This design comes from an exercise in tuning for small area, a short achievable clock period and few clock cycles per item on the open sky130 flow, not from production work.
In this exercise RTL edits were held to simulation tests only and were not proved equivalent to the original.

==> run a: inputs <==
Design mandel_engine, start of the top module:
module mandel_engine #(
  parameter int W       = 16,
  parameter int FRAC    = 12,
  parameter int ITER_W  = 16,
  parameter int COORD_W = 9
) (
  input  logic               clk,
  input  logic               rst,
  input  logic               cfg_start,
  input  logic [COORD_W-1:0] cfg_pix_w,
  input  logic [COORD_W-1:0] cfg_pix_h,
  input  logic [W-1:0]       cfg_cxs,
  input  logic [W-1:0]       cfg_cys,
  input  logic [W-1:0]       cfg_dcx,
  input  logic [W-1:0]       cfg_dcy,
  input  logic [ITER_W-1:0]  cfg_max_iter,
  input  logic               abort,
  output logic               busy,
  output logic               done,
  output logic               out_valid,
  input  logic               out_ready,
  output logic [COORD_W-1:0] out_x,
  output logic [COORD_W-1:0] out_y,
  output logic [ITER_W-1:0]  out_iter,
  output logic               out_inside
);
  localparam int PW = 158;
  logic [COORD_W-1:0]  wm1, hm1, ax, ay;    
  logic signed [W-1:0] cxs, dcx, dcy, acx, acy;
  logic [ITER_W-1:0]   max_iter;
  logic                comp;
  logic [1:0]          aseq, oseq;
  logic                ofirst;
  logic                rb_v, rb_inside;
  logic [1:0]          rb_tag;
  logic [ITER_W-1:0]   rb_iter;
  logic signed [W-1:0] x1, y1, cx1, cy1;
  logic [13:0]         sx1, sy1;
  logic [ITER_W-1:0]   i1;
  logic                act1, hold1, fr1, er1, hin1, lr1;
  logic [1:0]          tg1;
  logic [PW-1:0]       p2;
  logic signed [W-1:0] cx2, cy2;
  logic [13:0]         sx2, sy2;
  logic [ITER_W-1:0]   i2;
  logic                act2, hold2, er2, hin2, lr2, lim2, cyc2, es2, ns2;
  logic [1:0]          tg2;
  ...
clock: 12.0 ns
lec_check: 0
abc_clock_period_in_ps: 5000
cap_margin: 20
core_margin: 2
core_utilization: 40
setup_slack_margin: 5
slew_margin: 20
tns_end_percent: 0
standard.sh (not shown) runs the stock make flow with config.mk's settings and CLKGATE_MAP_FILE= SYNTH_SCRIPT=/design/flow/synth_recipe.tcl, a recipe that flattens the netlist after the stock synthesis.
==> flow/flow/run.sh <==
#!/bin/bash
set -euo pipefail
sed '1s/^proc synth {args} { yosys synth -nofsm -noshare {\*}\$args }$/proc synth {args} { yosys synth -nofsm -noshare -noabc {*}$args }/' synth_recipe.tcl > synth_noabc.tcl
grep -q -- '-noabc' synth_noabc.tcl
bash standard.sh SYNTH_SCRIPT="$PWD/synth_noabc.tcl" SETUP_SLACK_MARGIN=8.5 finish > flow_make.log 2>&1
==> run b: changes against run a <==
--- a/flow/design.v
+++ b/flow/design.v
@@ -40,17 +40,17 @@
   logic                act1, hold1, fr1, er1, hin1, lr1;
   logic [1:0]          tg1;
   logic [PW-1:0]       p2;
   logic signed [W-1:0] cx2, cy2;
   logic [13:0]         sx2, sy2;
   logic [ITER_W-1:0]   i2;
-  logic                act2, hold2, er2, hin2, lr2, lim2, cyc2, es2, ns2;
+  logic                act2, hold2, er2, hin2, lr2, lim2, cyc2, es2;
   logic [1:0]          tg2;
   logic [PW-1:0]       p1;
-  logic                bigx, bigy, mi_zero, at_lim, cyc, es1, ns1;
-  logic [4:0]          hx, hy, hthr, hmax;
+  logic                bigx, bigy, mi_zero, at_lim, cyc, es1;
+  logic [4:0]          hx, hy, hthr;
   logic [ITER_W-1:0]   i1p;
   logic                sure, inc, now;
   logic                esc_mag, esc_now, fin, use_i, res_in, can_out, rb_go, to_out, to_rb;
   logic                delivered, take, row_end, last_pix, capture, done_cond;
   logic signed [W-1:0] xn, yn;
   logic [ITER_W-1:0]   res_iter;
@@ -97,52 +97,16 @@
       5'd28: hthr = 5'd16;
       5'd29: hthr = 5'd14;
       5'd30: hthr = 5'd12;
       5'd31: hthr = 5'd8;
       default: hthr = 5'd0;
     endcase
-    case (hx)
-      5'd0: hmax = 5'd30;
-      5'd1: hmax = 5'd30;
-      5'd2: hmax = 5'd30;
-      5'd3: hmax = 5'd30;
-      5'd4: hmax = 5'd30;
-      5'd5: hmax = 5'd30;
-      5'd6: hmax = 5'd30;
-      5'd7: hmax = 5'd29;
-      5'd8: hmax = 5'd29;
-      5'd9: hmax = 5'd29;
-      5'd10: hmax = 5'd29;
-      5'd11: hmax = 5'd28;
-      5'd12: hmax = 5'd28;
-      5'd13: hmax = 5'd27;
-      5'd14: hmax = 5'd27;
-      5'd15: hmax = 5'd26;
-      5'd16: hmax = 5'd26;
-      5'd17: hmax = 5'd25;
-      5'd18: hmax = 5'd24;
-      5'd19: hmax = 5'd23;
-      5'd20: hmax = 5'd23;
-      5'd21: hmax = 5'd22;
-      5'd22: hmax = 5'd21;
-      5'd23: hmax = 5'd20;
-      5'd24: hmax = 5'd18;
-      5'd25: hmax = 5'd17;
-      5'd26: hmax = 5'd16;
-      5'd27: hmax = 5'd14;
-      5'd28: hmax = 5'd12;
-      5'd29: hmax = 5'd10;
-      5'd30: hmax = 5'd6;
-      5'd31: hmax = 5'd31;
-      default: hmax = 5'd31;
-    endcase
     es1 = bigx || bigy || (hthr != 5'd0 && hy >= hthr);
-    ns1 = !bigx && !bigy && (hmax != 5'd31) && (hy <= hmax);
     esc_now = (es2 || esc_mag) && !mi_zero;
     sure = es2 && !mi_zero;
-    now = sure || cyc2 || mi_zero || (lim2 && ns2);
+    now = sure || cyc2 || mi_zero;
     fin = act2 && (hold2 || er2 || lr2 || now);
     inc = !hold2 && !er2 && !lr2 && sure;
     use_i = er2 || inc;
     res_in = hold2 ? hin2 : !(er2 || (!lr2 && sure));
     res_iter = use_i ? i2 : max_iter;
     can_out = !out_valid;
@@ -166,15 +130,14 @@
     er2   <= er1;
     hin2  <= hin1;
     lim2  <= at_lim;
     cyc2  <= cyc;
     lr2   <= lr1;
     es2   <= es1;
-    ns2   <= ns1;
     act2  <= busy && act1;
-    if (i1[1:0] == 2'b00 && (i1[2] == 1'b0 || i1[ITER_W-1:5] == '0)) begin
+    if (i1[1:0] == 2'b00) begin
       sx2 <= x1[13:0];
       sy2 <= y1[13:0];
     end else begin
       sx2 <= sx1;
       sy2 <= sy1;
     end
CORE_UTILIZATION = 30   (was 40)
==> run c: changes against run a <==
--- a/flow/design.v
+++ b/flow/design.v
@@ -40,17 +40,17 @@
   logic                act1, hold1, fr1, er1, hin1, lr1;
   logic [1:0]          tg1;
   logic [PW-1:0]       p2;
   logic signed [W-1:0] cx2, cy2;
   logic [13:0]         sx2, sy2;
   logic [ITER_W-1:0]   i2;
-  logic                act2, hold2, er2, hin2, lr2, lim2, cyc2, es2, ns2;
+  logic                act2, hold2, er2, hin2, lr2, lim2, cyc2, es2;
   logic [1:0]          tg2;
   logic [PW-1:0]       p1;
-  logic                bigx, bigy, mi_zero, at_lim, cyc, es1, ns1;
-  logic [4:0]          hx, hy, hthr, hmax;
+  logic                bigx, bigy, mi_zero, at_lim, cyc, es1;
+  logic [4:0]          hx, hy, hthr;
   logic [ITER_W-1:0]   i1p;
   logic                sure, inc, now;
   logic                esc_mag, esc_now, fin, use_i, res_in, can_out, rb_go, to_out, to_rb;
   logic                delivered, take, row_end, last_pix, capture, done_cond;
   logic signed [W-1:0] xn, yn;
   logic [ITER_W-1:0]   res_iter;
@@ -97,52 +97,16 @@
       5'd28: hthr = 5'd16;
       5'd29: hthr = 5'd14;
       5'd30: hthr = 5'd12;
       5'd31: hthr = 5'd8;
       default: hthr = 5'd0;
     endcase
-    case (hx)
-      5'd0: hmax = 5'd30;
-      5'd1: hmax = 5'd30;
-      5'd2: hmax = 5'd30;
-      5'd3: hmax = 5'd30;
-      5'd4: hmax = 5'd30;
-      5'd5: hmax = 5'd30;
-      5'd6: hmax = 5'd30;
-      5'd7: hmax = 5'd29;
-      5'd8: hmax = 5'd29;
-      5'd9: hmax = 5'd29;
-      5'd10: hmax = 5'd29;
-      5'd11: hmax = 5'd28;
-      5'd12: hmax = 5'd28;
-      5'd13: hmax = 5'd27;
-      5'd14: hmax = 5'd27;
-      5'd15: hmax = 5'd26;
-      5'd16: hmax = 5'd26;
-      5'd17: hmax = 5'd25;
-      5'd18: hmax = 5'd24;
-      5'd19: hmax = 5'd23;
-      5'd20: hmax = 5'd23;
-      5'd21: hmax = 5'd22;
-      5'd22: hmax = 5'd21;
-      5'd23: hmax = 5'd20;
-      5'd24: hmax = 5'd18;
-      5'd25: hmax = 5'd17;
-      5'd26: hmax = 5'd16;
-      5'd27: hmax = 5'd14;
-      5'd28: hmax = 5'd12;
-      5'd29: hmax = 5'd10;
-      5'd30: hmax = 5'd6;
-      5'd31: hmax = 5'd31;
-      default: hmax = 5'd31;
-    endcase
     es1 = bigx || bigy || (hthr != 5'd0 && hy >= hthr);
-    ns1 = !bigx && !bigy && (hmax != 5'd31) && (hy <= hmax);
     esc_now = (es2 || esc_mag) && !mi_zero;
     sure = es2 && !mi_zero;
-    now = sure || cyc2 || mi_zero || (lim2 && ns2);
+    now = sure || cyc2 || mi_zero;
     fin = act2 && (hold2 || er2 || lr2 || now);
     inc = !hold2 && !er2 && !lr2 && sure;
     use_i = er2 || inc;
     res_in = hold2 ? hin2 : !(er2 || (!lr2 && sure));
     res_iter = use_i ? i2 : max_iter;
     can_out = !out_valid;
@@ -166,15 +130,14 @@
     er2   <= er1;
     hin2  <= hin1;
     lim2  <= at_lim;
     cyc2  <= cyc;
     lr2   <= lr1;
     es2   <= es1;
-    ns2   <= ns1;
     act2  <= busy && act1;
-    if (i1[1:0] == 2'b00 && (i1[2] == 1'b0 || i1[ITER_W-1:5] == '0)) begin
+    if (i1[1:0] == 2'b00) begin
       sx2 <= x1[13:0];
       sy2 <= y1[13:0];
     end else begin
       sx2 <= sx1;
       sy2 <= sy1;
     end
==> qor summary <==
| quantity | run a | run b | run c |
|---|---|---|---|
| Crit path to | p2[40] | out_x[8] | out_y[7] |
| Post-DP HPWL | 57500 um | 60500 um | 59500 um |
| Multi-input logic cell count | 2135 | 2103 | 2103 |
| Status | no timing/DRC/antenna violations | no timing/DRC/antenna violations | no timing/DRC/antenna violations |
| WP depth | 9 | 1 | 1 |
| Worst EP arrival | 4.22 ns | 1.41 ns | 1.41 ns |
| Layout cell share with drive strength beyond 1 | 0.115 | 0.0997 | 0.112 |
| Core occupancy in the finished layout | 0.471 | 0.352 | 0.470 |
| CP max FO | 23 | 2 | 3 |
| Startpoint of the most critical register-to-register path | x1[3] | p2[54] | p2[35] |
| Global routing met1 resource utilization | 0.259 | 0.178 | 0.253 |
| Non-Filler Cell Area, Final | 38700 um^2 | 38800 um^2 | 38600 um^2 |
Testbench counts of run a, summed over its fixed seeds: cycles 47,661, pixels 3,072.
Testbench counts of run b, summed over its fixed seeds: cycles 48,565, pixels 3,072.
Testbench counts of run c, summed over its fixed seeds: cycles 48,565, pixels 3,072.

==> afterwards: timing with drivers on the ports <==
In the flow no input, the clock included, has a driving cell. The finished layouts below were timed again as built, in two steps. Step 1 assumes that a clkbuf_16 drives the clock port and a buf_2 every other input. Step 2 moves the port delays by t, midway between the first and last clock arrival at a register: inputs arrive t later, outputs are due t later. That takes back most of the time a late clock gives input paths. a / b / c = ideal ports / drivers / drivers and shift; a / b = the first two.
| run | t, ns | setup slack, ns | worst slew at a driven data input, ns |
|---|---|---|---|
| run a | 0.694 | 8.284 / 8.269 / 7.843 | 0.09 |
| run b | 0.701 | 8.192 / 8.127 / 7.754 | 0.08 |
| run c | 0.686 | 8.185 / 8.124 / 7.749 | 0.12 |
After both steps every run listed still meets setup and hold. For run a, which loses most, drivers alone change the setup slack by -0.015 ns; drivers and shift together by -0.441 ns.
